Context: an optimization exercise on an open-source flow, tuned for small area and a short achievable clock period. The choices shown serve that exercise and are no tape-out recipe. At most, simulation tests tie the RTL to the original design; equivalence was not proved. No functional check of the RTL was part of runs 1 and 4 to 6. The flow treats the clock pin as an ideal source, which a real chip does not have. Power is estimated from default activity; no workload was simulated.

### flow/constraint.sdc
create_clock -name core_clock -period 5.0 [get_ports {clk}]
set_input_delay 1.0000 -clock core_clock [delete_from_list [all_inputs] [get_ports {clk}]]
set_output_delay 1.0000 -clock core_clock [all_outputs]
set_load 0.01 [all_outputs]
### flow/flow/fixclk.tcl
read_db $::env(IN_ODB)
set block [ord::get_db_block]
set port_net [[$block findBTerm clk] getNet]
set root ""
foreach it [$port_net getITerms] { set root [$it getInst] }
set rname [$root getName]
set out_net ""
foreach it [$root getITerms] { if {[$it isOutputSignal]} { set out_net [$it getNet] } }
set loads {}
foreach it [$out_net getITerms] { if {[$it getInst] != $root} { lappend loads $it } }
puts "root $rname ([[$root getMaster] getName]) drives [llength $loads] pins"
if {[llength $loads] > 4} { error "root drives too many pins" }
foreach it $loads { $it disconnect; $it connect $port_net }
odb::dbInst_destroy $root
odb::dbNet_destroy $out_net
write_db $::env(OUT_ODB)
### flow/config.mk
export PLATFORM = sky130hd
export DESIGN_NAME = or_tree
export DESIGN_NICKNAME = or_tree
export VERILOG_FILES = /design/flow/design.v
export SDC_FILE = /design/flow/constraint.sdc
export NUM_CORES = 4
export LEC_CHECK = 0
export CAP_MARGIN = 20
export CORE_MARGIN = 2
export CORE_UTILIZATION = 60
export SETUP_SLACK_MARGIN = 3
export SLEW_MARGIN = 20
### flow/flow/run.sh
#!/bin/bash
set -euo pipefail
R=orfs/results/${FLOW_PLATFORM}/or_tree/base
export CTS_ARGS="-sink_clustering_enable -repair_clock_nets -sink_clustering_size 30 -sink_clustering_max_diameter 100 -buf_list sky130_fd_sc_hd__clkbuf_16"
bash standard.sh cts > log_standard_to_cts.txt 2>&1
IN_ODB=$R/4_cts.odb OUT_ODB=$R/4_cts.odb openroad -no_init -exit flow/fixclk.tcl > log_fixclk.txt 2>&1
bash standard.sh finish > log_standard_finish.txt 2>&1
### flow/design.v
`default_nettype none
package or_tree_pkg;
    typedef logic [6-1:0] tree_idx_t;
    typedef logic [6+2:0] page_idx_t;
    typedef logic [2:0]                 page_ofs_t;
    typedef logic [4-1:0]   req_id_t;
    typedef logic [15-1:0]   node_vec_t;
    typedef logic [3-1:0] grid_idx_t;
    typedef logic [3:0]                 level_bits_t;
    typedef enum logic [1:0] {
        size_4k,
        size_2k,
        size_1k,
        size_512
    } req_size_e;
    typedef enum logic [1:0] {
        reason_none,
        reason_no_space,
        reason_not_allocated
    } fail_reason_e;
    typedef struct packed {
        req_id_t   id;
        tree_idx_t block;
        req_size_e size;
    } alloc_req_t;
    typedef struct packed {
        req_id_t   id;
        page_idx_t page;
        req_size_e size;
    } free_req_t;
    typedef struct packed {
        req_id_t      id;
        page_idx_t    page;
        logic         fail;
        fail_reason_e reason;
    } alloc_rsp_t;
    typedef struct packed {
        req_id_t      id;
        logic         fail;
        fail_reason_e reason;
    } free_rsp_t;
    typedef struct packed {
        grid_idx_t   row;
        grid_idx_t   col;
        level_bits_t levels;
    } at_update_t;
    function automatic logic [7:0] leaf_mask(req_size_e size, page_ofs_t offset);
        logic [7:0] ones;
        case (size)
            2'd0:    ones = 8'hff;
            2'd1:    ones = 8'h0f;
            2'd2:    ones = 8'h03;
            default: ones = 8'h01;
        endcase
        leaf_mask = ones << offset;
    endfunction
    function automatic logic is_aligned(req_size_e size, page_ofs_t offset);
        logic [2:0] low;
        low = 3'((4'd8 >> size) - 4'd1);
        is_aligned = (offset & low) == 3'd0;
    endfunction
endpackage
`default_nettype wire
`timescale 1ns/1ns
`default_nettype none
module tree_ram (
    input  logic                   clk,
    input  logic                   clr,
    input  logic [3:0]             rd_hi,
    input  logic [15:0]            rd_lo,
    output logic [7:0]             rd_data,
    input  logic                   wr_en,
    input  or_tree_pkg::tree_idx_t wr_block,
    input  logic [7:0]             wr_data
);
    localparam int depth = 1 << 6;
    logic [7:0] mem [depth];
    logic [7:0] hi_sel;
    logic [7:0] lo_sel;
    logic [7:0] wd;
    logic [7:0] grp [8];
    always_comb begin
        for (int i = 0; i < 8; i++) begin
            hi_sel[i] = clr || (wr_en && wr_block[5:3] == 3'(i));
            lo_sel[i] = clr || wr_block[2:0] == 3'(i);
        end
        wd = wr_data;    
    end
    always_ff @(posedge clk) begin
        for (int b = 0; b < depth; b++) begin
            if (hi_sel[b / 8] && lo_sel[b % 8]) begin
                mem[b] <= wd;
            end
        end
    end
    always_comb begin
        for (int i = 0; i < 8; i++) begin
            grp[i] = '0;
            for (int j = 0; j < 8; j++) begin
                grp[i] = grp[i] | (mem[8*i+j] & {8{rd_lo[8*(i/4)+j]}});
            end
        end
        rd_data = '0;
        for (int i = 0; i < 8; i++) begin
            rd_data = rd_data | (grp[i] & {8{rd_hi[i%4]}});
        end
    end
endmodule
`default_nettype wire
`timescale 1ns/1ns
`default_nettype none
module alloc_pick (
    input  logic [3:0]             size_oh,    
    input  logic [7:0]             leaves,
    output or_tree_pkg::page_ofs_t offset,
    output logic                   fail,
    output logic [7:0]             take
);
    logic [3:0] used2;    
    logic [1:0] used4;    
    logic [7:0] first1;   
    logic [3:0] first2;   
    logic [1:0] first4;   
    logic       first8;   
    logic [8:0] below1;   
    logic [4:0] below2;   
    always_comb begin
        for (int j = 0; j < 4; j++) used2[j] = |leaves[2*j +: 2];
        for (int k = 0; k < 2; k++) used4[k] = |leaves[4*k +: 4];
        below1[0] = 1'b1;
        for (int i = 0; i < 8; i++) below1[i+1] = below1[i] && leaves[i];
        below2[0] = 1'b1;
        for (int j = 0; j < 4; j++) below2[j+1] = below2[j] && used2[j];
        for (int i = 0; i < 8; i++) first1[i] = !leaves[i] && below1[i];
        for (int j = 0; j < 4; j++) first2[j] = !used2[j] && below2[j];
        first4[0] = !used4[0];
        first4[1] = !used4[1] && used4[0];
        first8    = !used4[0] && !used4[1];
    end
    always_comb begin
        for (int i = 0; i < 8; i++) begin
            take[i] = (size_oh[3] && first1[i]) ||
                      (size_oh[2] && first2[i/2]) ||
                      (size_oh[1] && first4[i/4]) ||
                      (size_oh[0] && first8);
        end
        fail = !((size_oh[3] && !(&leaves)) ||
                 (size_oh[2] && !(&used2)) ||
                 (size_oh[1] && !(&used4)) ||
                 (size_oh[0] && first8));
        offset[2] = (size_oh[3] && (|first1[7:4])) ||
                    (size_oh[2] && (|first2[3:2])) ||
                    (size_oh[1] && first4[1]);
        offset[1] = (size_oh[3] && (first1[2] || first1[3] || first1[6] || first1[7])) ||
                    (size_oh[2] && (first2[1] || first2[3]));
        offset[0] = size_oh[3] && (first1[1] || first1[3] || first1[5] || first1[7]);
    end
endmodule
`default_nettype wire
`timescale 1ns/1ns
`default_nettype none
module free_check (
    input  or_tree_pkg::req_size_e size,
    input  or_tree_pkg::page_ofs_t offset,
    input  logic [7:0]             leaves,
    output logic                   fail,
    output logic [7:0]             kept    
);
    logic [7:0] mask;
    assign mask = or_tree_pkg::leaf_mask(size, offset);
    assign fail = !or_tree_pkg::is_aligned(size, offset) || (leaves & mask) != mask;
    assign kept = leaves & ~mask;
endmodule
`default_nettype wire
`timescale 1ns/1ns
`default_nettype none
module or_tree (
    input  logic                    clk,
    input  logic                    rst_n,
    input  logic                    alloc_valid,
    input  or_tree_pkg::alloc_req_t alloc_req,
    input  logic                    free_valid,
    input  or_tree_pkg::free_req_t  free_req,
    output logic                    alloc_rsp_valid,
    output or_tree_pkg::alloc_rsp_t alloc_rsp,
    output logic                    free_rsp_valid,
    output or_tree_pkg::free_rsp_t  free_rsp,
    output logic                    at_update_valid,
    output or_tree_pkg::at_update_t at_update
);
    function automatic or_tree_pkg::level_bits_t level_full(logic [7:0] l);
        level_full = {|l,
                      (|l[3:0]) & (|l[7:4]),
                      (|l[1:0]) & (|l[3:2]) & (|l[5:4]) & (|l[7:6]),
                      &l};
    endfunction
    logic                    s1_alloc_valid;
    logic                    s1_free_valid;
    or_tree_pkg::req_id_t    s1_id;
    logic [3:0]              s1_hi;
    logic [15:0]             s1_lo;
    or_tree_pkg::req_size_e  s1_size;
    or_tree_pkg::page_ofs_t  s1_ofs;
    logic                    s2_alloc_valid;
    logic                    s2_free_valid;
    or_tree_pkg::req_id_t    s2_id;
    or_tree_pkg::tree_idx_t  s2_block;
    or_tree_pkg::req_size_e  s2_size;
    or_tree_pkg::page_ofs_t  s2_ofs;
    logic [7:0]              s2_leaves;
    logic [7:0]              rd_data;
    or_tree_pkg::page_ofs_t  pick_ofs;
    logic                    pick_fail;
    logic [7:0]              pick_take;
    logic [3:0]              s2_size_oh;
    or_tree_pkg::level_bits_t alloc_levels;
    or_tree_pkg::level_bits_t free_levels;
    logic                    chk_fail;
    logic [7:0]              chk_kept;
    logic [7:0]              new_leaves;
    or_tree_pkg::tree_idx_t  in_block;
    or_tree_pkg::tree_idx_t  s1_block;
    logic                    clr;
    logic                    wr_en;
    or_tree_pkg::tree_idx_t  wr_block;
    logic [7:0]              wr_data;
    always_ff @(posedge clk) begin
        s1_alloc_valid <= rst_n && alloc_valid;
        s1_free_valid  <= rst_n && free_valid;
        s2_alloc_valid <= rst_n && s1_alloc_valid;
        s2_free_valid  <= rst_n && s1_free_valid;
        clr            <= !rst_n;
    end
    assign in_block = free_valid ? free_req.page[6+2:3] : alloc_req.block;
    always_comb begin
        s1_block = '0;
        for (int i = 0; i < 4; i++) begin
            if (s1_hi[i]) s1_block[4:3] = s1_block[4:3] | 2'(i);
        end
        for (int i = 0; i < 16; i++) begin
            if (s1_lo[i]) s1_block = s1_block | {1'(i / 8), 2'b00, 3'(i)};
        end
    end
    always_ff @(posedge clk) begin
        if (free_valid) begin
            s1_id    <= free_req.id;
            s1_size  <= free_req.size;
        end else begin
            s1_id    <= alloc_req.id;
            s1_size  <= alloc_req.size;
        end
        for (int i = 0; i < 4; i++) begin
            s1_hi[i] <= in_block[4:3] == 2'(i);
        end
        for (int i = 0; i < 16; i++) begin
            s1_lo[i] <= {in_block[5], in_block[2:0]} == 4'(i);
        end
        s1_ofs    <= free_req.page[2:0];
        s2_id     <= s1_id;
        s2_block  <= s1_block;
        s2_size   <= s1_size;
        s2_ofs    <= s1_ofs;
        s2_leaves <= rd_data;
    end
    tree_ram u_ram (
        .clk      (clk),
        .clr      (clr),
        .rd_hi    (s1_hi),
        .rd_lo    (s1_lo),
        .rd_data  (rd_data),
        .wr_en    (wr_en),
        .wr_block (wr_block),
        .wr_data  (wr_data)
    );
    always_comb begin
        for (int k = 0; k < 4; k++) s2_size_oh[k] = s2_size == 2'(k);
    end
    alloc_pick u_pick (
        .size_oh    (s2_size_oh),
        .leaves     (s2_leaves),
        .offset     (pick_ofs),
        .fail       (pick_fail),
        .take       (pick_take)
    );
    free_check u_check (
        .size       (s2_size),
        .offset     (s2_ofs),
        .leaves     (s2_leaves),
        .fail       (chk_fail),
        .kept       (chk_kept)
    );
    assign new_leaves = s2_free_valid ? chk_kept : s2_leaves | pick_take;
    always_comb begin
        alloc_levels    = level_full(s2_leaves | pick_take);
        alloc_levels[3] = 1'b1;
        free_levels     = level_full(chk_kept);
        free_levels[0]  = 1'b0;
    end
    always_ff @(posedge clk) begin
        alloc_rsp_valid <= rst_n && s2_alloc_valid;
        free_rsp_valid  <= rst_n && s2_free_valid;
        at_update_valid <= rst_n && (s2_alloc_valid || (s2_free_valid && !chk_fail));
        wr_en           <= rst_n && (s2_alloc_valid || (s2_free_valid && !chk_fail));
    end
    always_ff @(posedge clk) begin
        alloc_rsp.id     <= s2_id;
        alloc_rsp.page   <= pick_fail ? '0 : {s2_block, pick_ofs};
        alloc_rsp.fail   <= pick_fail;
        alloc_rsp.reason <= pick_fail ? or_tree_pkg::reason_no_space : or_tree_pkg::reason_none;
        free_rsp.id      <= s2_id;
        free_rsp.fail    <= chk_fail;
        free_rsp.reason  <= chk_fail ? or_tree_pkg::reason_not_allocated : or_tree_pkg::reason_none;
        at_update.row    <= s2_block[6-1 -: 3];
        at_update.col    <= s2_block[3-1:0];
        at_update.levels <= s2_free_valid ? free_levels : alloc_levels;
        wr_block         <= s2_block;
        wr_data          <= rst_n ? new_leaves : 8'h00;
    end
endmodule
`default_nettype wire
### flow/standard.sh
#!/bin/bash
# synth_recipe.tcl (not shown) runs the flow's synth.tcl, then flattens the netlist and writes it again
# the make line also repeats each setting of config.mk as NAME=value (left out here)
make -C /OpenROAD-flow-scripts/flow DESIGN_CONFIG=/design/flow/config.mk WORK_HOME=/design/flow/orfs CLKGATE_MAP_FILE= SYNTH_SCRIPT=/design/flow/synth_recipe.tcl "${@:-finish}"
==> impl_metrics.json, run 1 <==
{
  "hold_end": "free_rsp[6]",
  "hold_depth": 0,
  "slew_violations": 0,
  "synth_area_um2": 22120,
  "synthArstFlopShare_pct": 0,
  "root_buffer": "clkbuf_16",
  "io_buffers": 64,
  "synthToLayoutAreaGrowth_pct": 12.38,
  "viasPerCell": 6.959,
  "fmax_ghz": 0.4522,
  "clock_path_buffers": 3,
  "final_nets": 1446,
  "grt_overflow": 0,
  "power_leakage_uw": 0.008306,
  "worst_ep_arrival_time_ns": 2.30,
  "drive_above_1_share_pct": 19.47,
  "routabilityCongestion": 0.8604,
  "first_global_vias": 12370,
  "synth_edf_count": 512,
  "ys_warn_count": 6,
  "wl_per_cell_um": 30.87,
  "syn_inst": 1377,
  "critical_path_class": "reg2reg",
  "min_from": "s2_id[3]",
  "hpwl_mm": 33.87,
  "drt_iter0_drc": 1910,
  "r2r_end": "u_ram.mem[26][0]",
  "rrSetupSlack_ns": 2.79,
  "startpoint_type": "flip-flop",
  "r2r-start": "at_update_valid",
  "routed_wl_mm": 58.68,
  "holdBufCountCts": 0,
  "critPathRequiredTime_ns": 5.09,
  "setup_tns_ns": 0,
  "hold_viol": 0,
  "die_x_um": 196,
  "layout_worst_path_cycle_share_pct": 44.23,
  "initial_utilization_pct": 60.71,
  "grt_first_pass_wirelength_mm": 83.59,
  "fp.dieH_um": 196,
  "status": "complete, no violations",
  "drt_pass1_iterations": 5,
  "cts_buffers": 24,
  "diodes": 0,
  "setup_ws_ns": 2.789,
  "setup_viol": 0,
  "worstRegToRegCells": 3,
  "antenna_left": 0,
  "synth.avg_cell_area_um2": 16.06,
  "critPathCaptureType": "flip-flop",
  "grt_antenna_before_repair": 0,
  "tightest_slew_ns": 1.092,
  "clock_latency_ns": 0.45,
  "final.setup_skew_ns": 0.02717,
  "cts.clk_slew.worst_paths_ns": 0.11,
  "ys_seq_area_share_pct": 77.93,
  "whs_ns": 0.3330,
  "grt_setup_unrepaired": "true",
  "maxCapViolCount": 0,
  "clock-sinks": 605,
  "grt_use_total_pct": 30.00,
  "synth_seq_cells": 605,
  "cts_tree": "built",
  "die-area_um2": 38420,
  "vias": 13230,
  "grt_start_max_net_pins": 65,
  "route.detailed.drc": 0,
  "hold_path_class": "reg2reg",
  "synth_ff_type": "edfxtp_1",
  "htree_levels": 1,
  "core_area_um2": 36430,
  "slew_headroom_pct": 26.99,
  "path_max_fanout": 8,
  "min_period_ns": 2.211,
  "power_density_nw_per_um2": 413.2,
  "rows": 70,
  "dp_slack_ns": 2.135,
  "ir_worst_vdd_mv": 0.3413,
  "num_io_pins": 67,
  "synth_cell_type_count": 68
}
[worst max-delay path by stage]
stage               slack (ns)  cells after the start                to             from
detailed placement        2.14                      4          s1_lo[8]       free_valid
CTS                       2.73                      2  u_ram.mem[62][3]              clr
finish                    2.79                      3  u_ram.mem[26][0]  at_update_valid
floorplan                 3.01                      5         s1_lo[11]       free_valid
global route              2.72                      3  u_ram.mem[21][4]  at_update_valid
global placement          2.15                      4          s1_lo[8]       free_valid
[worst max-delay path, stage by stage (launching register included)]
cell,delay (ns)
dfxtp_4,0.46
nor2b_1,0.38
a31oi_2,0.41
nor2_2,0.60
[synthesized netlist by cell type (all sizes together) (5+ instances only)]
| master | instances | area [um^2] |
|---|---|---|
| nand2 | 25 | 93.84 |
| a21oi | 21 | 108.9 |
| clkbuf | 60 | 225.2 |
| o21ai | 31 | 155.2 |
| o21a | 6 | 45.04 |
| nor2 | 104 | 390.4 |
| a221oi | 88 | 770.7 |
| a22o | 88 | 770.7 |
| nor3 | 18 | 90.09 |
| nand4 | 25 | 156.4 |
| a211oi | 6 | 57.56 |
| a31oi | 20 | 131.4 |
| a21o | 5 | 37.54 |
| buf | 33 | 177.7 |
| mux2 | 6 | 67.56 |
| a22oi | 92 | 690.7 |
| and2 | 11 | 68.82 |
| nand3 | 39 | 195.2 |
| edfxtp | 512 | 15370 |
| inv | 21 | 78.82 |
| dfxtp | 93 | 1862 |
| nor4 | 5 | 37.53 |
[routing by layer]
layer | vias to the layer above | routed length, um | track usage (%)
met2 | 695 | 27590 | 46.55
met3 | 79 | 5284 | 3.816
met5 | - | 0 | 0
li1 | 5631 | - | -
met4 | 0 | 1280 | 6.930
met1 | 6825 | 24520 | 46.21
[power by group]
part | internal, uW | switching [uW]
Sequential | 6310 | 318
Combinational | 385 | 907
Clock | 897 | 1450
[cells in the final DEF, fill, tap and decap left out, types with 4 or more instances in the layout]
master,instances
a31oi_4,6
dfxtp_4,14
nand4_1,25
dfxtp_2,25
nand3_1,38
a21oi_1,18
buf_2,14
o21a_1,6
nor2_2,26
a31oi_2,7
clkdlybuf4s50_1,29
nor2_4,39
o21ai_1,7
nor2b_1,4
a22oi_1,86
nor3_1,16
buf_6,35
nand2b_1,4
a211oi_1,5
a221oi_1,66
a31oi_1,7
and2_1,11
mux2_2,6
a22o_1,88
inv_1,38
a22oi_2,6
nor2_1,39
nand2_1,25
o21ai_0,21
a21o_1,5
buf_4,22
clkbuf_16,25
a221oi_2,21
dfxtp_1,54
edfxtp_1,512
[area by class of cell]
cell class / count / area [um^2]
Clock buffer: 24 / 600.6
Fill cell: 2456 / 11580
Multi-Input combinational cell: 658 / 5159
Sequential cell: 605 / 17320
Tap cell: 468 / 585.6
Clock inverter: 19 / 97.59
Inverter: 22 / 83.83
Timing Repair Buffer: 105 / 1010
[timing repair]
item                       CTS  global route
gates resized for setup    252           152
pin swaps                    7             8
setup endpoints to repair  600           564
buffers inserted             9             5
cloned                       0             1
[state kept, by name, summed over array words and instances, names as in the netlist, 4 cells and up]
| register | cells |
|---|---|
| u_ram.mem | 512 |
| s1_lo | 16 |
| alloc_rsp | 13 |
| s2_leaves | 8 |
| wr_data | 8 |
| s2_block | 6 |
| at_update | 5 |
| wr_block | 5 |
| s1_hi | 4 |
| s1_id | 4 |
| s2_id | 4 |
[per-stage QoR]
stage	area, um^2	total power (uW)	instances	utilization, %
6_report	24860	10270	1901	68.22
4_1_cts	24190	10220	1896	66.40
3_5_place_dp	23150	7871	1843	63.55
2_1_floorplan	22130	7274	1378	-
3_3_place_gp	23150	7833	1843	63.54
5_1_grt	24860	10590	1901	68.22
[cells by family (layout without fill, tap and decap cells)]
logic type | Yosys count | count (layout) | synth area share, %
mux | 7 | 7 | 0.3507
fa+ha+maj | 1 | 1 | 0.04526
buf+inv | 115 | 170 | 2.195
compound gates | 396 | 396 | 14.01
other cells | 1 | 2 | 0.01695
flops | 605 | 605 | 77.93
simple gates | 250 | 250 | 5.380
xor+xnor | 2 | 2 | 0.07921
==> inputs of run 2 (changes only) <==
--- a/flow/design.v
+++ b/flow/design.v
@@ -66,29 +66,18 @@
 module tree_ram (
     input  logic                   clk,
-    input  logic                   clr,
     input  logic [3:0]             rd_hi,
     input  logic [15:0]            rd_lo,
     output logic [7:0]             rd_data,
-    input  logic                   wr_en,
-    input  or_tree_pkg::tree_idx_t wr_block,
+    input  logic [7:0]             wr_hi,     
+    input  logic [7:0]             wr_lo,     
     input  logic [7:0]             wr_data
 );
     localparam int depth = 1 << 6;
     logic [7:0] mem [depth];
-    logic [7:0] hi_sel;
-    logic [7:0] lo_sel;
-    logic [7:0] wd;
     logic [7:0] grp [8];
-    always_comb begin
-        for (int i = 0; i < 8; i++) begin
-            hi_sel[i] = clr || (wr_en && wr_block[5:3] == 3'(i));
-            lo_sel[i] = clr || wr_block[2:0] == 3'(i);
-        end
-        wd = wr_data;    
-    end
     always_ff @(posedge clk) begin
         for (int b = 0; b < depth; b++) begin
-            if (hi_sel[b / 8] && lo_sel[b % 8]) begin
-                mem[b] <= wd;
+            if (wr_hi[b / 8] && wr_lo[b % 8]) begin
+                mem[b] <= wr_data;
             end
         end
@@ -221,7 +210,7 @@
     or_tree_pkg::tree_idx_t  in_block;
     or_tree_pkg::tree_idx_t  s1_block;
-    logic                    clr;
-    logic                    wr_en;
-    or_tree_pkg::tree_idx_t  wr_block;
+    logic                    upd_ok;
+    logic [7:0]              wr_hi;
+    logic [7:0]              wr_lo;
     logic [7:0]              wr_data;
     always_ff @(posedge clk) begin
@@ -230,5 +219,4 @@
         s2_alloc_valid <= rst_n && s1_alloc_valid;
         s2_free_valid  <= rst_n && s1_free_valid;
-        clr            <= !rst_n;
     end
     assign in_block = free_valid ? free_req.page[6+2:3] : alloc_req.block;
@@ -265,10 +253,9 @@
     tree_ram u_ram (
         .clk      (clk),
-        .clr      (clr),
         .rd_hi    (s1_hi),
         .rd_lo    (s1_lo),
         .rd_data  (rd_data),
-        .wr_en    (wr_en),
-        .wr_block (wr_block),
+        .wr_hi    (wr_hi),
+        .wr_lo    (wr_lo),
         .wr_data  (wr_data)
     );
@@ -291,4 +278,5 @@
     );
     assign new_leaves = s2_free_valid ? chk_kept : s2_leaves | pick_take;
+    assign upd_ok     = s2_alloc_valid || (s2_free_valid && !chk_fail);
     always_comb begin
         alloc_levels    = level_full(s2_leaves | pick_take);
@@ -300,6 +288,9 @@
         alloc_rsp_valid <= rst_n && s2_alloc_valid;
         free_rsp_valid  <= rst_n && s2_free_valid;
-        at_update_valid <= rst_n && (s2_alloc_valid || (s2_free_valid && !chk_fail));
-        wr_en           <= rst_n && (s2_alloc_valid || (s2_free_valid && !chk_fail));
+        at_update_valid <= rst_n && upd_ok;
+        for (int i = 0; i < 8; i++) begin
+            wr_hi[i] <= !rst_n || (upd_ok && s2_block[5:3] == 3'(i));
+            wr_lo[i] <= !rst_n || s2_block[2:0] == 3'(i);
+        end
     end
     always_ff @(posedge clk) begin
@@ -314,5 +305,4 @@
         at_update.col    <= s2_block[3-1:0];
         at_update.levels <= s2_free_valid ? free_levels : alloc_levels;
-        wr_block         <= s2_block;
         wr_data          <= rst_n ? new_leaves : 8'h00;
     end
==> impl_metrics.json, run 2 <==
{
  "multi_input_area_um2": 4936,
  "largest_reg_flops": 512,
  "hpwl_mm": 33.97,
  "wl_per_cell_um": 30.62,
  "ys_warn_count": 6,
  "power_frac_comb_pct": 12.2,
  "largest_register": "u_ram.mem",
  "critPathCaptureType": "flip-flop",
  "p_switching_uw": 2625,
  "dp_slack_ns": 2.303,
  "slew_headroom_pct": 34.51,
  "synth.avg_cell_area_um2": 16.37,
  "min_period_ns": 2.108,
  "power_leakage_uw": 0.008516,
  "grt_use_total_pct": 29.93,
  "switching_share_pct": 25.43,
  "yosysMostFrequentCell": "edfxtp_1",
  "regArea_um2": 17610,
  "hold_viol": 0,
  "core_area_um2": 36790,
  "synthArstFlopShare_pct": 0,
  "hold_depth": 0,
  "final_cells": 1918,
  "setup_viol": 0,
  "hold_path_class": "reg2reg",
  "route.detailed.drc": 0,
  "diodes": 0,
  "r2r_end": "at_update[0]",
  "ir_worst_vdd_mv": 0.3204,
  "top_regs": "u_ram.mem x512, s1_lo x16, alloc_rsp x13",
  "maxCapViolCount": 0,
  "num_io_pins": 67,
  "routabilityCongestion": 0.8723,
  "fp.dieH_um": 197.7,
  "tightest_slew_ns": 0.9823,
  "synth_edf_count": 512,
  "htree_levels": 1,
  "status": "complete, no violations",
  "synthToLayoutAreaGrowth_pct": 11.04,
  "grt_start_max_net_pins": 65,
  "die_x_um": 197.7,
  "ys_seq_area_share_pct": 77.91,
  "power_density_nw_per_um2": 412.9,
  "grt_use_met1_pct": 43.71,
  "post-route-util_pct": 67.95,
  "clock_path_buffers": 3,
  "yosys-top-cells-area": "edfxtp_1 (68%), dfxtp_1 (9.6%), a221oi_1 (3.4%), a22o_1 (3.4%), a22oi_1 (3.0%)",
  "top_usage_layer": "met2",
  "layout_worst_path_cycle_share_pct": 42.16,
  "initial_utilization_pct": 61.19,
  "drive_above_1_share_pct": 16.00,
  "root_buffer": "clkbuf_16",
  "grt_setup_unrepaired": "true",
  "critical_path_class": "reg2reg",
  "grt_overflow": 0,
  "pwr-share-clk_pct": 22.8,
  "antenna_left": 0,
  "final.setup_skew_ns": 0.01253,
  "synth_area_um2": 22510,
  "worstRegToRegCells": 8,
  "cts_tree": "built",
  "dp.cells": 1849,
  "startpoint_type": "flip-flop",
  "mostFrequentLayoutCell": "edfxtp_1",
  "grt_antenna_before_repair": 1,
  "layout_common_cells": "edfxtp_1 (512), a22o_1 (88), a22oi_1 (83)",
  "setup_ws_ns": 2.892,
  "gr-usage-met2_pct": 46.24,
  "synth_cell_type_count": 65,
  "io_buffers": 64,
  "hold_end": "s2_ofs[1]",
  "ys_top_cells_by_count": "edfxtp_1 (512), dfxtp_1 (108), a22oi_1 (90)",
  "synth_top_cell_area_share_pct": 68.30,
  "synth_ff_type": "edfxtp_1",
  "routed_wl_mm": 58.72,
  "rows": 70,
  "fillCellCount": 2509,
  "fmax_ghz": 0.4744,
  "cts_buffers": 24,
  "setup_tns_ns": 0,
  "worst_ep_arrival_time_ns": 2.46,
  "viasPerCell": 6.885,
  "final_nets": 1464,
  "clock-sinks": 620,
  "synth_top_cell_by_area": "edfxtp_1",
  "die-area_um2": 39080,
  "drt_pass1_iterations": 5,
  "path_max_fanout": 4,
  "first_global_vias": 12410,
  "grt_first_pass_wirelength_mm": 83.48,
  "cts.clk_slew.worst_paths_ns": 0.11,
  "drt_iter0_drc": 1401,
  "critPathRequiredTime_ns": 5.35,
  "p_seq_share_pct": 65.0,
  "min_from": "s1_ofs[1]",
  "use_met3_pct": 5.348,
  "whs_ns": 0.3312,
  "holdBufCountCts": 0,
  "syn_inst": 1375,
  "r2r-start": "s2_leaves[1]",
  "internal_power_uw": 7696,
  "vias": 13210,
  "clock_latency_ns": 0.45,
  "rrSetupSlack_ns": 2.89,
  "slew_violations": 0,
  "synth_seq_cells": 620
}
## run 2: cell types whose count changed after synthesis, sizes merged, moves of 5 or more
cell,change
nand3,+7
a211oi,-5
nor3,-6
a31oi,-16
nor2,-57
and2,+65
inv,-7
o41ai,+5
dfxtp,+15
o21a,-5
o21ai,+8
## run 2: area by class of cell
type | instances | share of cell area, %
clock buffers | 24 | 2.403
multi-input cells | 652 | 19.75
flip-flops and latches | 620 | 70.46
inverters | 14 | 0.2253
well taps | 468 | 2.343
repair buffers | 122 | 4.525
clock inverters | 18 | 0.3003
## run 2: repair_timing
item,4_1_cts,5_1_grt
gates resized for setup,231,64
setup endpoints to repair,70,38
gates cloned,0,2
buffers inserted,15,10
pin swaps,16,18
## run 2: routing by layer
metal | share of wire (%) | up-vias
li1 | - | 5644
met1 | 41 | 6710
met2 | 46 | 736
met3 | 9.8 | 113
met4 | 3.6 | 2
met5 | 0.015 | -
## run 2: power by group through the flow
stage,Sequential (uW),Clock [uW],Combinational [uW]
2_1_floorplan,6790,0,573
3_3_place_gp,6790,0,1130
3_5_place_dp,6810,0,1150
4_1_cts,6690,2420,1210
5_1_grt,6760,2530,1360
6_report,6710,2350,1260
## run 2: how the worst max path moves through the flow
stage | from | end | slack [ns] | cells past startpoint
after floorplan | free_valid | s1_lo[11] | 3.03 | 5
after global placement | rst_n | at_update_valid | 2.33 | 3
after detailed placement | rst_n | at_update_valid | 2.30 | 3
after CTS | free_rsp[6] | alloc_rsp[15] | 2.94 | 1
after global routing | s2_leaves[1] | at_update[0] | 2.83 | 8
final | s2_leaves[1] | at_update[0] | 2.89 | 8
## run 2: per-stage QoR
step,cell area (um^2),power (uW)
after floorplan,22520,7361
after global placement,23600,7924
after detailed placement,23600,7959
final,25000,10320
after CTS,24610,10320
after global routing,25000,10640
## run 2: cells by family (layout without fill, tap and decap cells)
| logic type | count (synthesis) | count (layout) | share of synthesized area [%] |
|---|---|---|---|
| flops | 620 | 620 | 77.91 |
| compound gates | 377 | 377 | 13.33 |
| simple gates | 264 | 264 | 6.353 |
| buf+inv | 104 | 178 | 1.940 |
| mux | 6 | 6 | 0.3001 |
| xor+xnor | 2 | 2 | 0.1112 |
| fa+ha+maj | 1 | 1 | 0.04447 |
| other cells | 1 | 2 | 0.01666 |
## run 2: worst max-delay path, stage by stage (launching register included)
cell and delay, ns:
dfxtp_4 0.39, or4_4 0.59, xnor2_4 0.19, nor3_4 0.06, buf_6 0.13, a2111oi_4 0.26, buf_4 0.19, nor4_2 0.03
o211a_1 0.16
==> inputs of run 3 (changes only) <==
--- a/flow/flow/run.sh
+++ b/flow/flow/run.sh
@@ -1,5 +1,10 @@
 #!/bin/bash
+# Layout flow: the standard layout (standard.sh), with these changes.
+# 0. The port buffers that global placement inserts are buf_2 cells.
+# 1. TritonCTS clusters up to 30 sinks per leaf buffer (clkbuf_16 only), so the tree has
+#    fewer, fuller leaf buffers.
 set -euo pipefail
 R=orfs/results/${FLOW_PLATFORM}/or_tree/base
+export BUFFER_PORTS_ARGS="-buffer_cell sky130_fd_sc_hd__buf_2"
 export CTS_ARGS="-sink_clustering_enable -repair_clock_nets -sink_clustering_size 30 -sink_clustering_max_diameter 100 -buf_list sky130_fd_sc_hd__clkbuf_16"
 bash standard.sh cts > log_standard_to_cts.txt 2>&1
==> impl_metrics.json, run 3 <==
{
  "wl_per_cell_um": 31.29,
  "viasPerCell": 6.895,
  "final.setup_skew_ns": 0.02012,
  "power_leakage_uw": 0.008387,
  "ys_seq_area_share_pct": 77.91,
  "route.detailed.drc": 0,
  "startpoint_type": "flip-flop",
  "yosysMostFrequentCell": "edfxtp_1",
  "cts_buffers": 24,
  "critical-path-top-delay-family": "simple AND/OR/NAND/NOR gates",
  "slew_headroom_pct": 46.91,
  "io_buffers": 64,
  "max_stage_delay_ns": 0.60,
  "yosys-top-cells-area": "edfxtp_1 (68%), dfxtp_1 (9.6%), a221oi_1 (3.4%), a22o_1 (3.4%), a22oi_1 (3.0%)",
  "path_cells": "or4_4 > xnor2_4 > nor3_4 > a2111oi_4 > a311o_1 > o31ai_1",
  "synth_edf_count": 512,
  "initial_utilization_pct": 61.19,
  "core_area_um2": 36790,
  "fillCellCount": 2576,
  "ys_top_cells_by_count": "edfxtp_1 (512), dfxtp_1 (108), a22oi_1 (90)",
  "synth_compound_area_share_pct": 13.33,
  "fp.dieH_um": 197.7,
  "largest_register": "u_ram.mem",
  "syn_inst": 1375,
  "min_period_ns": 2.064,
  "die-area_um2": 39080,
  "ir_worst_vdd_mv": 0.3075,
  "worstRegToRegCells": 6,
  "internal_power_uw": 7657,
  "num_io_pins": 67,
  "critical_path_class": "reg2reg",
  "root_buffer": "clkbuf_16",
  "synth.avg_cell_area_um2": 16.37,
  "synth_mux_area_share_pct": 0.3002,
  "synth_top_family_by_area": "compound AO/OA/AOI/OAI gates",
  "p_switching_uw": 2607,
  "critPathCaptureType": "flip-flop",
  "diodes": 0,
  "layout_worst_path_cycle_share_pct": 41.29,
  "hold_depth": 0,
  "hpwl_mm": 35.97,
  "first_global_vias": 12440,
  "grt_start_max_net_pins": 65,
  "critPathRequiredTime_ns": 5.33,
  "routed_wl_mm": 59.61,
  "hold_viol": 0,
  "synth_top_cell_area_share_pct": 68.30,
  "synth_seq_cells": 620,
  "die_x_um": 197.7,
  "holdBufCountCts": 0,
  "switching_share_pct": 25.40,
  "routabilityCongestion": 0.8296,
  "clock_latency_ns": 0.45,
  "clock_path_buffers": 3,
  "cts_tree": "built",
  "final_nets": 1450,
  "synth_xor_area_share_pct": 0.1112,
  "grt_antenna_before_repair": 0,
  "synth_area_um2": 22510,
  "ys_warn_count": 6,
  "drt_iter0_drc": 1483,
  "grt_setup_unrepaired": "true",
  "vias": 13140,
  "largest_reg_flops": 512,
  "cp.buffers_inverters": 0,
  "rows": 70,
  "maxCapViolCount": 0,
  "power_density_nw_per_um2": 419.4,
  "setup_tns_ns": 0,
  "worst_ep_arrival_time_ns": 2.39,
  "grt_use_total_pct": 30.81,
  "antenna_left": 0,
  "fmax_ghz": 0.4844,
  "synthArstFlopShare_pct": 0,
  "cts.clk_slew.worst_paths_ns": 0.11,
  "setup_viol": 0,
  "grt_first_pass_wirelength_mm": 85.44,
  "layout_common_cells": "edfxtp_1 (512), a22o_1 (88), a22oi_1 (87)",
  "synth_cell_type_count": 65,
  "power_frac_comb_pct": 11.7,
  "status": "complete, no violations",
  "drt_pass1_iterations": 5,
  "slew_violations": 0,
  "synth_top_cell_by_area": "edfxtp_1",
  "hold_path_class": "reg2reg",
  "worst_path_max_delay_cell": "or4_4",
  "synthAdderAreaFrac_pct": 0.04447,
  "p_seq_share_pct": 65.6,
  "path_max_fanout": 4,
  "pwr-share-clk_pct": 22.8,
  "mostFrequentLayoutCell": "edfxtp_1",
  "grt_overflow": 0,
  "post-route-util_pct": 66.52,
  "synth_ff_type": "edfxtp_1",
  "top_regs": "u_ram.mem x512, s1_lo x16, alloc_rsp x13",
  "synth-simple-area-share_pct": 6.353,
  "tightest_slew_ns": 0.7963,
  "path_depth": 6,
  "clock-sinks": 620,
  "drive_above_1_share_pct": 15.66,
  "htree_levels": 1,
  "synthToLayoutAreaGrowth_pct": 8.699
}
run 3: cell counts after synthesis:
Identical to the previous run, type by type.
run 3: logic make-up (layout without fill, tap and decap cells):
family          Yosys count  count (layout)
mux                       6               6
xor+xnor                  2               2
other cells               1               2
buf+inv                 104             165
fa+ha+maj                 1               1
simple gates            264             264
flops                   620             620
compound gates          377             377
run 3: metrics by stage:
step | hold WS, ns | total power (uW) | cells | setup WS [ns] | cell area [um^2]
4_1_cts | 0.3340 | 10310 | 1903 | 2.894 | 24350
2_1_floorplan | 0.3096 | 7361 | 1376 | 3.033 | 22520
3_3_place_gp | 0.3101 | 7903 | 1848 | 2.465 | 23300
5_1_grt | 0.3386 | 10600 | 1905 | 2.858 | 24470
3_5_place_dp | 0.3121 | 7935 | 1849 | 2.389 | 23320
6_report | 0.3323 | 10260 | 1905 | 2.936 | 24470
run 3: what timing repair did:
| item | in CTS | in global routing |
|---|---|---|
| pin swaps | 10 | 5 |
| resized for setup | 75 | 26 |
| setup buffers | 10 | 3 |
| cloned | 0 | 0 |
| setup endpoints to repair | 71 | 31 |
run 3: power groups by stage:
stage          clock [uW]  sequential [uW]  combinational (uW)
2_1_floorplan           0             6790                 573
3_3_place_gp            0             6840                1060
3_5_place_dp            0             6840                1100
4_1_cts              2420             6710                1180
5_1_grt              2530             6780                1290
6_report             2340             6730                1200
run 3: layout make-up:
class	instances	area, um^2	share of cell area, %
flip-flops and latches	620	17600	71.92
multi-input cells	652	4760	19.45
repair buffers	108	792.0	3.237
clock buffers	24	600.6	2.454
well taps	468	585.6	2.393
clock inverters	19	76.32	0.3119
inverters	14	56.30	0.2301
run 3: path summary, 6_finish.rpt:
path                start      endpoint  slack, ns
min             s1_ofs[1]     s2_ofs[1]       0.33
min reg2reg     s1_ofs[1]     s2_ofs[1]       0.33
max          s2_leaves[0]  at_update[2]       2.94
max reg2reg  s2_leaves[0]  at_update[2]       2.94
run 3: routing by layer:
layer  global-route usage [%]  vias to the layer above  part of all wire, %
met4                    10.36                        0                  3.5
li1                         -                     5607                    -
met3                    6.353                      107                   10
met2                    47.69                      716                   46
met5                        0                        -                    0
met1                    44.33                     6705                   40
==> inputs of run 4 (changes only) <==
--- a/flow/design.v
+++ b/flow/design.v
@@ -279,7 +279,43 @@
     assign new_leaves = s2_free_valid ? chk_kept : s2_leaves | pick_take;
     assign upd_ok     = s2_alloc_valid || (s2_free_valid && !chk_fail);
+    function automatic logic at_most_one4(logic [3:0] x);
+        at_most_one4 = !((x[0] & x[1]) | (x[0] & x[2]) | (x[0] & x[3]) |
+                         (x[1] & x[2]) | (x[1] & x[3]) | (x[2] & x[3]));
+    endfunction
+    function automatic or_tree_pkg::level_bits_t alloc_level_full(logic [3:0] sz,
+                                                                  logic [7:0] l);
+        logic [3:0] u2, f2;    
+        logic [1:0] u4, f4;    
+        logic       e2_le1;    
+        logic       z_le1;     
+        logic       lo_full;   
+        for (int j = 0; j < 4; j++) begin
+            u2[j] = l[2*j] | l[2*j+1];
+            f2[j] = l[2*j] & l[2*j+1];
+        end
+        for (int k = 0; k < 2; k++) begin
+            u4[k] = |l[4*k +: 4];
+            f4[k] = &l[4*k +: 4];
+        end
+        e2_le1 = at_most_one4(~u2);
+        z_le1  = at_most_one4(~l[3:0]) & at_most_one4(~l[7:4]) & (&l[3:0] | &l[7:4]);
+        lo_full = (u2[1] | f2[0]) & (u2[2] | (f2[0] & f2[1])) & (u2[3] | (f2[0] & f2[1] & f2[2]));
+        alloc_level_full[3] = 1'b1;
+        alloc_level_full[2] = (sz[0] & (~|l | (u4[0] & u4[1]))) |
+                              (sz[1] & (u4[0] | u4[1])) |
+                              (sz[2] & (u4[1] | (u2[0] & u2[1]))) |
+                              (sz[3] & (u4[1] | f4[0]));
+        alloc_level_full[1] = (sz[0] & (~|l | &u2)) |
+                              (sz[1] & (~u4[0] | (u2[0] & u2[1])) & ((u4[0] & ~u4[1]) | (u2[2] & u2[3]))) |
+                              (sz[2] & e2_le1) |
+                              (sz[3] & e2_le1 & lo_full);
+        alloc_level_full[0] = (sz[0] & (~|l | &l)) |
+                              (sz[1] & (~u4[0] | f4[0]) & ((u4[0] & ~u4[1]) | f4[1])) |
+                              (sz[2] & at_most_one4(~f2) & ((f2[0] | ~u2[0]) & (f2[1] | ~u2[1]) &
+                                                              (f2[2] | ~u2[2]) & (f2[3] | ~u2[3]))) |
+                              (sz[3] & z_le1);
+    endfunction
     always_comb begin
-        alloc_levels    = level_full(s2_leaves | pick_take);
-        alloc_levels[3] = 1'b1;
+        alloc_levels    = alloc_level_full(s2_size_oh, s2_leaves);
         free_levels     = level_full(chk_kept);
         free_levels[0]  = 1'b0;
==> impl_metrics.json, run 4 <==
{
  "use_met3_pct": 4.377,
  "ys_warn_count": 6,
  "slew_violations": 0,
  "drive_above_1_share_pct": 17.35,
  "grt_antenna_before_repair": 1,
  "yosysMostFrequentCell": "edfxtp_1",
  "synthToLayoutAreaGrowth_pct": 10.33,
  "synth_cell_type_count": 61,
  "clock_latency_ns": 0.47,
  "final.setup_skew_ns": 0.03101,
  "hold_viol": 0,
  "final_nets": 1498,
  "p_seq_share_pct": 65.3,
  "initial_utilization_pct": 60.54,
  "layout_common_cells": "edfxtp_1 (512), a22o_1 (89), a22oi_1 (86)",
  "grt_overflow": 0,
  "routabilityCongestion": 0.8699,
  "io_buffers": 64,
  "routed_wl_mm": 60.20,
  "whs_ns": 0.3319,
  "synth_area_um2": 22640,
  "layout_worst_path_cycle_share_pct": 40.33,
  "hold_depth": 0,
  "syn_inst": 1395,
  "critical-path-top-delay-family": "compound AO/OA/AOI/OAI gates",
  "switching_share_pct": 25.73,
  "power_frac_comb_pct": 12.2,
  "drt_iter0_drc": 1751,
  "top_regs": "u_ram.mem x512, s1_lo x16, alloc_rsp x13",
  "antenna_left": 0,
  "grt_start_max_net_pins": 65,
  "path_max_fanout": 34,
  "viasPerCell": 6.778,
  "cts_buffers": 24,
  "die_x_um": 198.3,
  "largest_register": "u_ram.mem",
  "min_period_ns": 2.016,
  "num_io_pins": 67,
  "worst_path_max_delay_cell": "a22oi_2",
  "worst_ep_arrival_time_ns": 2.35,
  "maxCapViolCount": 0,
  "clock-sinks": 620,
  "synth_top_cell_area_share_pct": 67.90,
  "hpwl_mm": 34.86,
  "top_usage_layer": "met2",
  "largest_reg_flops": 512,
  "p_switching_uw": 2659,
  "fillCellCount": 2600,
  "ys_seq_area_share_pct": 77.45,
  "root_buffer": "clkbuf_16",
  "drt_pass1_iterations": 5,
  "synth_seq_cells": 620,
  "setup_tns_ns": 0,
  "tightest_slew_ns": 0.8449,
  "grt_setup_unrepaired": "true",
  "setup_viol": 0,
  "grt_first_pass_wirelength_mm": 86.26,
  "synthArstFlopShare_pct": 0,
  "power_leakage_uw": 0.008560,
  "yosys-top-cells-area": "edfxtp_1 (68%), dfxtp_1 (9.5%), a22o_1 (3.5%), a221oi_1 (3.4%), a22oi_1 (3.1%)",
  "worstSetupStartpoint": "s1_lo[15]",
  "pwr-share-clk_pct": 22.4,
  "grt_use_total_pct": 30.75,
  "path_cells": "buf_6 > a22o_1 > a221oi_1 > nand4_1 > a22oi_2 > nand3_1",
  "worstRegToRegCells": 6,
  "critPathRequiredTime_ns": 5.33,
  "ys_top_cells_by_count": "edfxtp_1 (512), dfxtp_1 (108), a22oi_1 (92)",
  "route.detailed.drc": 0,
  "wl_per_cell_um": 30.39,
  "first_global_vias": 12610,
  "holdBufCountCts": 0,
  "rrSetupSlack_ns": 2.98,
  "startpoint_type": "flip-flop",
  "die-area_um2": 39310,
  "max_stage_delay_ns": 0.40,
  "htree_levels": 1,
  "slew_headroom_pct": 43.59,
  "cts_tree": "built",
  "synth_edf_count": 512,
  "r2r-start": "s1_lo[15]",
  "cp.buffers_inverters": 1,
  "synth_top_cell_by_area": "edfxtp_1",
  "synth.avg_cell_area_um2": 16.23,
  "clock_path_buffers": 3,
  "cts.clk_slew.worst_paths_ns": 0.12,
  "power_density_nw_per_um2": 413.6,
  "hold_path_class": "reg2reg",
  "synth_ff_type": "edfxtp_1",
  "diodes": 0,
  "gr-usage-met2_pct": 47.97,
  "vias": 13430,
  "critPathCaptureType": "flip-flop",
  "ir_worst_vdd_mv": 0.3209,
  "status": "complete, no violations",
  "grt_use_met1_pct": 45.82,
  "r2r_end": "s2_leaves[3]",
  "internal_power_uw": 7675,
  "cp-endpoint": "s2_leaves[3]",
  "fmax_ghz": 0.4960,
  "path_depth": 6,
  "fp.dieH_um": 198.3,
  "rows": 71,
  "core_area_um2": 37400,
  "mostFrequentLayoutCell": "edfxtp_1",
  "critical_path_class": "reg2reg"
}
## run 4: repair_timing
action / CTS / global route
gates resized for setup: 96 / 65
buffers inserted: 14 / 16
endpoints found under the setup margin: 73 / 33
cloned: 0 / 1
pin swaps: 13 / 16
## run 4: cell families (layout without fill, tap and decap cells)
logic type / Yosys count / count (layout) / share of synthesized area, %
buffers and inverters: 112 / 186 / 2.044
flip-flops: 620 / 620 / 77.45
AND/OR/NAND/NOR: 253 / 253 / 5.940
adder cells (fa/ha/maj): 15 / 15 / 0.8289
multiplexers: 8 / 8 / 0.3868
AO/OA/AOI/OAI: 386 / 386 / 13.33
other: 1 / 2 / 0.01656
## run 4: worst register-to-register path: stages (launching register included)
cell and delay, ns:
dfxtp_1 0.32, buf_6 0.23, a22o_1 0.28, a221oi_1 0.26, nand4_1 0.26, a22oi_2 0.41, nand3_1 0.15
## run 4: cell type report
class | count | area (um^2) | share of cell area, %
clock buffer | 23 | 575.6 | 2.304
clock inverter | 20 | 95.09 | 0.3806
inverter | 26 | 105.1 | 0.4207
multi-input combinational | 664 | 5075 | 20.31
sequential | 620 | 17620 | 70.52
tap | 511 | 639.4 | 2.559
timing repair buffer | 117 | 875.8 | 3.506
## run 4: routing by layer
metal  routed length [um]  part of all wire (%)  vias to the layer above
li1                     -                     -                     5691
met4                 1726                   2.9                        0
met1                24830                    41                     6894
met3                 5645                   9.4                       92
met2                28000                    47                      750
met5                    0                     0                        -
## run 4: power groups by stage
stage                     Sequential, uW  Combinational (uW)  Clock, uW
after floorplan                     6790                 558          0
after global placement              6840                1060          0
after detailed placement            6870                1060          0
after CTS                           6740                1180       2400
after global routing                6800                1360       2510
final                               6750                1260       2320
## run 4: worst min-delay path by stage
stage              start             to
4_1_cts        s1_ofs[2]      s2_ofs[2]
2_1_floorplan   s2_id[0]  alloc_rsp[12]
3_3_place_gp    s2_id[1]  alloc_rsp[13]
6_report       s1_ofs[2]      s2_ofs[2]
5_1_grt        s1_ofs[2]      s2_ofs[2]
3_5_place_dp   s1_ofs[0]      s2_ofs[0]
## run 4: per-stage QoR
step                      total power (uW)  cells  instance area, um^2  setup slack, ns  utilization (%)
after detailed placement              7928   1907                23420            2.463            62.61
after CTS                            10320   1965                24580            2.928            65.73
final                                10330   1981                24980            2.984            66.80
after floorplan                       7348   1396                22650            2.922                -
after global routing                 10670   1981                24980            2.943            66.80
after global placement                7899   1907                23420            2.494            62.61
==> inputs of run 5 (changes only) <==
--- a/flow/design.v
+++ b/flow/design.v
@@ -56,7 +56,10 @@
     endfunction
     function automatic logic is_aligned(req_size_e size, page_ofs_t offset);
-        logic [2:0] low;
-        low = 3'((4'd8 >> size) - 4'd1);
-        is_aligned = (offset & low) == 3'd0;
+        case (size)
+            2'd0:    is_aligned = offset == 3'd0;
+            2'd1:    is_aligned = offset[1:0] == 2'd0;
+            2'd2:    is_aligned = !offset[0];
+            default: is_aligned = 1'b1;
+        endcase
     endfunction
 endpackage
@@ -150,5 +153,5 @@
 `default_nettype none
 module free_check (
-    input  or_tree_pkg::req_size_e size,
+    input  logic [3:0]             size_oh,    
     input  or_tree_pkg::page_ofs_t offset,
     input  logic [7:0]             leaves,
@@ -157,6 +160,11 @@
 );
     logic [7:0] mask;
-    assign mask = or_tree_pkg::leaf_mask(size, offset);
-    assign fail = !or_tree_pkg::is_aligned(size, offset) || (leaves & mask) != mask;
+    logic [7:0] ones;
+    logic       aligned;
+    assign ones = {{4{size_oh[0]}}, {2{size_oh[0] | size_oh[1]}}, !size_oh[3], 1'b1};
+    assign mask = ones << offset;
+    assign aligned = (size_oh[0] && offset == 3'd0) || (size_oh[1] && offset[1:0] == 2'd0) ||
+                     (size_oh[2] && !offset[0]) || size_oh[3];
+    assign fail = !aligned || !(&(leaves | ~mask));
     assign kept = leaves & ~mask;
 endmodule
@@ -195,5 +203,4 @@
     or_tree_pkg::req_id_t    s2_id;
     or_tree_pkg::tree_idx_t  s2_block;
-    or_tree_pkg::req_size_e  s2_size;
     or_tree_pkg::page_ofs_t  s2_ofs;
     logic [7:0]              s2_leaves;
@@ -247,5 +254,5 @@
         s2_id     <= s1_id;
         s2_block  <= s1_block;
-        s2_size   <= s1_size;
+        for (int k = 0; k < 4; k++) s2_size_oh[k] <= s1_size == 2'(k);
         s2_ofs    <= s1_ofs;
         s2_leaves <= rd_data;
@@ -260,7 +267,4 @@
         .wr_data  (wr_data)
     );
-    always_comb begin
-        for (int k = 0; k < 4; k++) s2_size_oh[k] = s2_size == 2'(k);
-    end
     alloc_pick u_pick (
         .size_oh    (s2_size_oh),
@@ -271,5 +275,5 @@
     );
     free_check u_check (
-        .size       (s2_size),
+        .size_oh    (s2_size_oh),
         .offset     (s2_ofs),
         .leaves     (s2_leaves),
@@ -280,6 +284,5 @@
     assign upd_ok     = s2_alloc_valid || (s2_free_valid && !chk_fail);
     function automatic logic at_most_one4(logic [3:0] x);
-        at_most_one4 = !((x[0] & x[1]) | (x[0] & x[2]) | (x[0] & x[3]) |
-                         (x[1] & x[2]) | (x[1] & x[3]) | (x[2] & x[3]));
+        at_most_one4 = !(((x[0] | x[1]) & (x[2] | x[3])) | (x[0] & x[1]) | (x[2] & x[3]));
     endfunction
     function automatic or_tree_pkg::level_bits_t alloc_level_full(logic [3:0] sz,
@@ -312,6 +315,6 @@
         alloc_level_full[0] = (sz[0] & (~|l | &l)) |
                               (sz[1] & (~u4[0] | f4[0]) & ((u4[0] & ~u4[1]) | f4[1])) |
-                              (sz[2] & at_most_one4(~f2) & ((f2[0] | ~u2[0]) & (f2[1] | ~u2[1]) &
-                                                              (f2[2] | ~u2[2]) & (f2[3] | ~u2[3]))) |
+                              (sz[2] & (l == 8'hff || l == 8'hfc || l == 8'hf3 ||
+                                        l == 8'hcf || l == 8'h3f)) |
                               (sz[3] & z_le1);
     endfunction
==> impl_metrics.json, run 5 <==
{
  "mostFrequentLayoutCell": "edfxtp_1",
  "synth_top_cell_by_area": "edfxtp_1",
  "critPathCaptureType": "flip-flop",
  "cts.clk_slew.worst_paths_ns": 0.11,
  "r2r-start": "s1_lo[3]",
  "yosys-top-cells-area": "edfxtp_1 (68%), dfxtp_1 (9.7%), a22o_1 (3.6%), a221oi_1 (3.4%), a22oi_1 (3.0%)",
  "grt_setup_unrepaired": "true",
  "core_area_um2": 37400,
  "routabilityCongestion": 0.8596,
  "tightest_slew_ns": 0.8024,
  "critPathRequiredTime_ns": 5.33,
  "cts_buffers": 24,
  "hold_path_class": "reg2reg",
  "antenna_left": 0,
  "ys_warn_count": 5,
  "ir_worst_vdd_mv": 0.3613,
  "post-route-util_pct": 66.19,
  "viasPerCell": 6.753,
  "initial_utilization_pct": 60.48,
  "final_nets": 1478,
  "synthArstFlopShare_pct": 0,
  "final.setup_skew_ns": 0.02432,
  "synth_seq_cells": 622,
  "synth_top_cell_area_share_pct": 67.97,
  "synth_cell_type_count": 63,
  "ys_seq_area_share_pct": 77.71,
  "synthToLayoutAreaGrowth_pct": 9.437,
  "top_regs": "u_ram.mem x512, s1_lo x16, alloc_rsp x13",
  "hpwl_mm": 36.07,
  "synth_edf_count": 512,
  "path_max_fanout": 34,
  "hold_viol": 0,
  "slew_violations": 0,
  "fmax_ghz": 0.4972,
  "drt_iter0_drc": 1755,
  "status": "complete, no violations",
  "grt_antenna_before_repair": 0,
  "min_period_ns": 2.011,
  "largest_reg_flops": 512,
  "drt_pass1_iterations": 6,
  "die_x_um": 198.2,
  "synth_ff_type": "edfxtp_1",
  "io_buffers": 64,
  "root_buffer": "clkbuf_16",
  "worst_ep_arrival_time_ns": 2.35,
  "ys_top_cells_by_count": "edfxtp_1 (512), dfxtp_1 (110), a22o_1 (92)",
  "largest_register": "u_ram.mem",
  "clock-sinks": 622,
  "rows": 71,
  "vias": 13300,
  "slew_headroom_pct": 46.51,
  "cts_tree": "built",
  "grt_first_pass_wirelength_mm": 86.68,
  "clock_latency_ns": 0.46,
  "layout_worst_path_cycle_share_pct": 40.22,
  "route.detailed.drc": 0,
  "min_from": "s2_id[2]",
  "power_leakage_uw": 0.008470,
  "clock_path_buffers": 3,
  "drive_above_1_share_pct": 16.79,
  "die-area_um2": 39270,
  "wl_per_cell_um": 30.49,
  "first_global_vias": 12470,
  "diodes": 0,
  "num_io_pins": 67,
  "grt_overflow": 0,
  "routed_wl_mm": 60.07,
  "startpoint_type": "flip-flop",
  "setup_viol": 0,
  "yosysMostFrequentCell": "edfxtp_1",
  "worstRegToRegCells": 6,
  "hold_depth": 0,
  "syn_inst": 1391,
  "setup_tns_ns": 0,
  "maxCapViolCount": 0,
  "grt_start_max_net_pins": 65,
  "power_density_nw_per_um2": 416.5,
  "layout_common_cells": "edfxtp_1 (512), a22o_1 (92), a22oi_1 (83)",
  "htree_levels": 1,
  "synth.avg_cell_area_um2": 16.26,
  "critical_path_class": "reg2reg",
  "worstSetupStartpoint": "s1_lo[3]",
  "grt_use_total_pct": 30.79,
  "synth_area_um2": 22620,
  "fp.dieH_um": 198.2
}
-- run 5: cells by family (layout without fill, tap and decap cells) --
family	Yosys count	in the layout	synth area share [%]
AO/OA/AOI/OAI	385	385	13.34
XOR/XNOR	1	1	0.03873
adder cells (fa/ha/maj)	7	7	0.3761
buffers and inverters	110	177	2.074
flip-flops	622	622	77.71
multiplexers	6	6	0.2987
other	1	2	0.01658
AND/OR/NAND/NOR	259	259	6.151
-- run 5: per-layer routing --
layer	vias up	GRT usage, %	share of wire (%)
li1	5673	-	-
met1	6826	47.01	42
met2	713	47.41	46
met3	92	3.986	8.8
met4	0	8.048	2.9
met5	-	0	0
-- run 5: timing repair --
| action | CTS | global route |
|---|---|---|
| pin swaps | 14 | 15 |
| hold buffers | 0 | 0 |
| cloned | 0 | 1 |
| setup buffers | 11 | 10 |
| resized for setup | 81 | 64 |
| setup endpoints to repair | 70 | 32 |
-- run 5: final timing paths --
check,to,slack (ns)
worst max-delay path,s2_leaves[1],2.99
worst min-delay path,alloc_rsp[14],0.33
worst max register to register,s2_leaves[1],2.99
worst min register to register,alloc_rsp[14],0.33
-- run 5: layout make-up --
class / count / area [um^2]
sequential: 622 / 17670
fill: 2639 / 12650
clock buffer: 23 / 575.6
multi-input combinational: 660 / 4843
clock inverter: 20 / 92.59
inverter: 19 / 73.82
timing repair buffer: 115 / 860.8
tap: 511 / 639.4
-- run 5: power by group --
group          switching, uW  total, uW  leakage [uW]  internal (uW)
Combinational            884       1240       0.00217            360
Sequential               299       6740       0.00591           6440
Clock                   1460       2330      0.000391            863
-- run 5: worst max-delay path: stages (launching register included) --
cell and delay (ns):
dfxtp_1 0.34, buf_12 0.19, a22o_1 0.25, a221oi_2 0.22
nand4_1 0.41, a22oi_2 0.36, nand3_1 0.11
-- run 5: stage by stage --
step	power (uW)	area, um^2	setup slack (ns)	cells	hold slack [ns]
global placement	7923	23430	2.540	1905	0.3105
CTS	10310	24440	2.938	1960	0.3323
floorplan	7361	22640	2.993	1392	0.3096
detailed placement	7947	23430	2.505	1905	0.3121
global route	10650	24750	2.953	1970	0.3396
finish	10310	24750	2.989	1970	0.3326
==> inputs of run 6 (changes only) <==
--- a/flow/design.v
+++ b/flow/design.v
@@ -69,6 +69,6 @@
 module tree_ram (
     input  logic                   clk,
-    input  logic [3:0]             rd_hi,
-    input  logic [15:0]            rd_lo,
+    input  logic [1:0]             rd_hi,
+    input  logic [31:0]            rd_lo,
     output logic [7:0]             rd_data,
     input  logic [7:0]             wr_hi,     
@@ -90,10 +90,10 @@
             grp[i] = '0;
             for (int j = 0; j < 8; j++) begin
-                grp[i] = grp[i] | (mem[8*i+j] & {8{rd_lo[8*(i/4)+j]}});
+                grp[i] = grp[i] | (mem[8*i+j] & {8{rd_lo[8*(i/2)+j]}});
             end
         end
         rd_data = '0;
         for (int i = 0; i < 8; i++) begin
-            rd_data = rd_data | (grp[i] & {8{rd_hi[i%4]}});
+            rd_data = rd_data | (grp[i] & {8{rd_hi[i%2]}});
         end
     end
@@ -195,6 +195,6 @@
     logic                    s1_free_valid;
     or_tree_pkg::req_id_t    s1_id;
-    logic [3:0]              s1_hi;
-    logic [15:0]             s1_lo;
+    logic [1:0]              s1_hi;
+    logic [31:0]             s1_lo;
     or_tree_pkg::req_size_e  s1_size;
     or_tree_pkg::page_ofs_t  s1_ofs;
@@ -230,9 +230,7 @@
     always_comb begin
         s1_block = '0;
-        for (int i = 0; i < 4; i++) begin
-            if (s1_hi[i]) s1_block[4:3] = s1_block[4:3] | 2'(i);
-        end
-        for (int i = 0; i < 16; i++) begin
-            if (s1_lo[i]) s1_block = s1_block | {1'(i / 8), 2'b00, 3'(i)};
+        s1_block[3] = s1_hi[1];
+        for (int i = 0; i < 32; i++) begin
+            if (s1_lo[i]) s1_block = s1_block | {2'(i / 8), 1'b0, 3'(i)};
         end
     end
@@ -245,9 +243,8 @@
             s1_size  <= alloc_req.size;
         end
-        for (int i = 0; i < 4; i++) begin
-            s1_hi[i] <= in_block[4:3] == 2'(i);
-        end
-        for (int i = 0; i < 16; i++) begin
-            s1_lo[i] <= {in_block[5], in_block[2:0]} == 4'(i);
+        s1_hi[0] <= !in_block[3];
+        s1_hi[1] <= in_block[3];
+        for (int i = 0; i < 32; i++) begin
+            s1_lo[i] <= {in_block[5:4], in_block[2:0]} == 5'(i);
         end
         s1_ofs    <= free_req.page[2:0];
==> flow/flow/run.sh (replaced) <==
#!/bin/bash
# Layout flow: the standard layout (standard.sh), with these changes.
# 0. The port buffers that global placement inserts are buf_2 cells.
# 1. TritonCTS clusters up to 25 sinks per leaf buffer (clkbuf_16 only), so the tree has
#    fewer, fuller leaf buffers.
set -euo pipefail
R=orfs/results/${FLOW_PLATFORM}/or_tree/base
export BUFFER_PORTS_ARGS="-buffer_cell sky130_fd_sc_hd__buf_2"
export CTS_ARGS="-sink_clustering_enable -repair_clock_nets -sink_clustering_size 25 -sink_clustering_max_diameter 100 -buf_list sky130_fd_sc_hd__clkbuf_16"
bash standard.sh cts > log_standard_to_cts.txt 2>&1
IN_ODB=$R/4_cts.odb OUT_ODB=$R/4_cts.odb openroad -no_init -exit flow/fixclk.tcl > log_fixclk.txt 2>&1
bash standard.sh finish > log_standard_finish.txt 2>&1
==> impl_metrics.json, run 6 <==
{
  "antenna_left": 0,
  "grt_overflow": 0,
  "setup_tns_ns": 0,
  "die_x_um": 199.9,
  "ir_worst_vdd_mv": 0.3830,
  "viasPerCell": 7.023,
  "worst_ep_arrival_time_ns": 2.48,
  "core_area_um2": 37760,
  "final.setup_skew_ns": 0.02284,
  "largest_reg_flops": 512,
  "synthArstFlopShare_pct": 0,
  "grt_first_pass_wirelength_mm": 95.19,
  "final_nets": 1532,
  "grt_use_total_pct": 34.72,
  "multi_input_area_um2": 4887,
  "route.detailed.drc": 0,
  "synth_top_cell_by_area": "edfxtp_1",
  "mostFrequentLayoutCell": "edfxtp_1",
  "yosys-top-cells-area": "edfxtp_1 (67%), dfxtp_1 (11%), a22oi_1 (7.0%), and2_1 (2.1%), nand4_1 (1.5%)",
  "synth_ff_type": "edfxtp_1",
  "tightest_slew_ns": 0.8711,
  "num_io_pins": 67,
  "syn_inst": 1443,
  "layout_worst_path_cycle_share_pct": 42.14,
  "regArea_um2": 17930,
  "ys_seq_area_share_pct": 77.58,
  "power_leakage_uw": 0.008617,
  "synth_top_cell_area_share_pct": 66.80,
  "grt_start_max_net_pins": 65,
  "largest_register": "u_ram.mem",
  "fp.dieH_um": 199.9,
  "min_from": "s1_ofs[0]",
  "rows": 71,
  "setup_viol": 0,
  "power_density_nw_per_um2": 430.9,
  "cts_tree": "built",
  "drive_above_1_share_pct": 15.44,
  "synthToLayoutAreaGrowth_pct": 9.328,
  "worstRegToRegCells": 9,
  "layout_common_cells": "edfxtp_1 (512), a22oi_1 (214), dfxtp_1 (91)",
  "clock_latency_ns": 0.49,
  "yosysMostFrequentCell": "edfxtp_1",
  "critPathRequiredTime_ns": 5.38,
  "first_global_vias": 12850,
  "hold_path_class": "reg2reg",
  "top_regs": "u_ram.mem x512, s1_lo x32, alloc_rsp x13",
  "ys_top_cells_by_count": "edfxtp_1 (512), a22oi_1 (214), dfxtp_1 (124)",
  "hold_depth": 0,
  "rrSetupSlack_ns": 2.89,
  "slew_violations": 0,
  "cts.clk_slew.worst_paths_ns": 0.09,
  "power_uw": 10840,
  "wl_per_cell_um": 33.93,
  "fmax_ghz": 0.4746,
  "routed_wl_mm": 68.77,
  "synth_cell_type_count": 70,
  "status": "complete, no violations",
  "r2r-start": "s2_leaves[4]",
  "synth_edf_count": 512,
  "slew_headroom_pct": 41.93,
  "startpoint_type": "flip-flop",
  "grt_setup_unrepaired": "true",
  "clock-sinks": 636,
  "routabilityCongestion": 0.8850,
  "min_period_ns": 2.107,
  "drt_iter0_drc": 2355,
  "path_max_fanout": 9,
  "drt_pass1_iterations": 6,
  "whs_ns": 0.3321,
  "hold_end": "s2_ofs[0]",
  "critPathCaptureType": "flip-flop",
  "clock_path_buffers": 3,
  "htree_levels": 1,
  "r2r_end": "alloc_rsp[4]",
  "maxCapViolCount": 0,
  "synth.avg_cell_area_um2": 15.95,
  "root_buffer": "clkbuf_16",
  "grt_antenna_before_repair": 0,
  "diodes": 0,
  "ys_warn_count": 5,
  "cts_buffers": 29,
  "critical_path_class": "reg2reg",
  "post-route-util_pct": 66.65,
  "vias": 14240,
  "synth_seq_cells": 636,
  "hold_viol": 0,
  "die-area_um2": 39940,
  "synth_area_um2": 23020,
  "fillCellCount": 2651,
  "initial_utilization_pct": 60.96,
  "fin_area_um2": 25160,
  "hpwl_mm": 41.29,
  "placement.cell_area_um2": 23850,
  "io_buffers": 64
}
## run 6: cell types whose count changed after synthesis, moves of 5 or more
cell and change:
a221oi_1 -66, nor4_1 +5, o21ai_0 -16, a22oi_1 +125, o41ai_1 +17, nand3_1 -21
dfxtp_1 +14, nor2_1 +15, nand4_1 +30, a22o_1 -68, clkbuf_1 +11, nand2_1 +15
## run 6: layout make-up
class                           instances  area share [%]
Sequential cell                       636           71.25
Multi-Input combinational cell        692           19.42
Timing Repair Buffer                  119           3.272
Clock buffer                           28           2.784
Tap cell                              511           2.541
Clock inverter                         23          0.4574
Inverter                               18          0.2784
## run 6: layer usage
| metal | wire (um) | global-route usage [%] | vias to the layer above |
|---|---|---|---|
| li1 | - | - | 5822 |
| met1 | 26890 | 51.89 | 7194 |
| met2 | 30270 | 52.30 | 1065 |
| met3 | 9184 | 7.275 | 154 |
| met4 | 2422 | 10.01 | 0 |
| met5 | 0 | 0 | - |
## run 6: worst max path at each step
| stage | start | endpoint | slack, ns |
|---|---|---|---|
| after floorplan | s2_leaves[2] | wr_data[5] | 3.04 |
| after global placement | free_valid | s1_lo[31] | 2.52 |
| after detailed placement | free_valid | s1_lo[31] | 2.51 |
| after CTS | alloc_rsp[2] | alloc_rsp[2] | 2.87 |
| after global routing | s2_leaves[4] | alloc_rsp[4] | 2.81 |
| final | s2_leaves[4] | alloc_rsp[4] | 2.89 |
## run 6: where the power goes
part / internal, uW / switching, uW / leakage (uW) / total [uW]
logic: 334 / 960 / 0.00212 / 1290
registers: 6630 / 304 / 0.00602 / 6930
clock network: 1040 / 1580 / 0.000474 / 2620
total: 8000 / 2840 / 0.00862 / 10800
## run 6: critical path, stage by stage, from the launching register on
cell and delay [ns]:
dfxtp_4 0.40, nor2_2 0.23, nand2_1 0.17, inv_2 0.14
ha_2 0.23, nand2_1 0.14, o21ai_0 0.14, a221o_1 0.21
inv_2 0.10, a31oi_1 0.24
## run 6: kinds of logic (layout without fill, tap and decap cells)
group / Yosys count / after routing / share of synthesized area [%]
flip-flops: 636 / 636 / 77.58
AO/OA/AOI/OAI: 374 / 374 / 12.39
AND/OR/NAND/NOR: 298 / 298 / 6.980
buffers and inverters: 116 / 188 / 2.142
multiplexers: 11 / 11 / 0.5273
adder cells (fa/ha/maj): 6 / 6 / 0.3261
other: 1 / 2 / 0.01629
XOR/XNOR: 1 / 1 / 0.03806
## run 6: per-stage QoR
step / instances / worst slack (ns)
floorplan: 1444 / 3.035
global placement: 1958 / 2.516
detailed placement: 1958 / 2.507
CTS: 2017 / 2.867
global route: 2027 / 2.811
finish: 2027 / 2.893
## run 6: timing repair
item	in CTS	in global routing
gates resized for setup	60	27
hold endpoints to repair	0	0
setup buffers	7	11
setup endpoints to repair	70	35
hold buffers	0	0
pin swaps	8	6

[port drivers added, routing unchanged]
Ports are ideal in the flow. The routed layouts listed here were re-timed in OpenROAD. Step 1 sets driving cells, clkbuf_16 on the clock port and buf_2 on the other inputs (assumed; they add their load-dependent delay and slew). Step 2 also shifts input and output timing later by t, the mid clock arrival at the registers, as if the neighbouring blocks saw the same clock. a / b / c = ideal / step 1 / step 2; a / b = the first two.
run	t (ns)	slack for setup (ns)	clock arrival spread, ns	cell pins on the clock port's net
run 1	0.503	2.789 / 2.789 / 2.696	0.030 / 0.030	2
run 2	0.512	2.892 / 2.892 / 2.569	0.016 / 0.016	2
run 3	0.508	2.936 / 2.936 / 2.787	0.021 / 0.022	2
run 4	0.524	2.984 / 2.984 / 2.889	0.031 / 0.031	2
run 5	0.522	2.989 / 2.989 / 2.629	0.027 / 0.027	2
run 6	0.557	2.893 / 2.893 / 2.693	0.026 / 0.025	2
After both steps setup and hold are still met in every run listed. The setup slack of run 5, which loses most, moves by 0.000 ns with the drivers and by -0.360 ns with both steps.
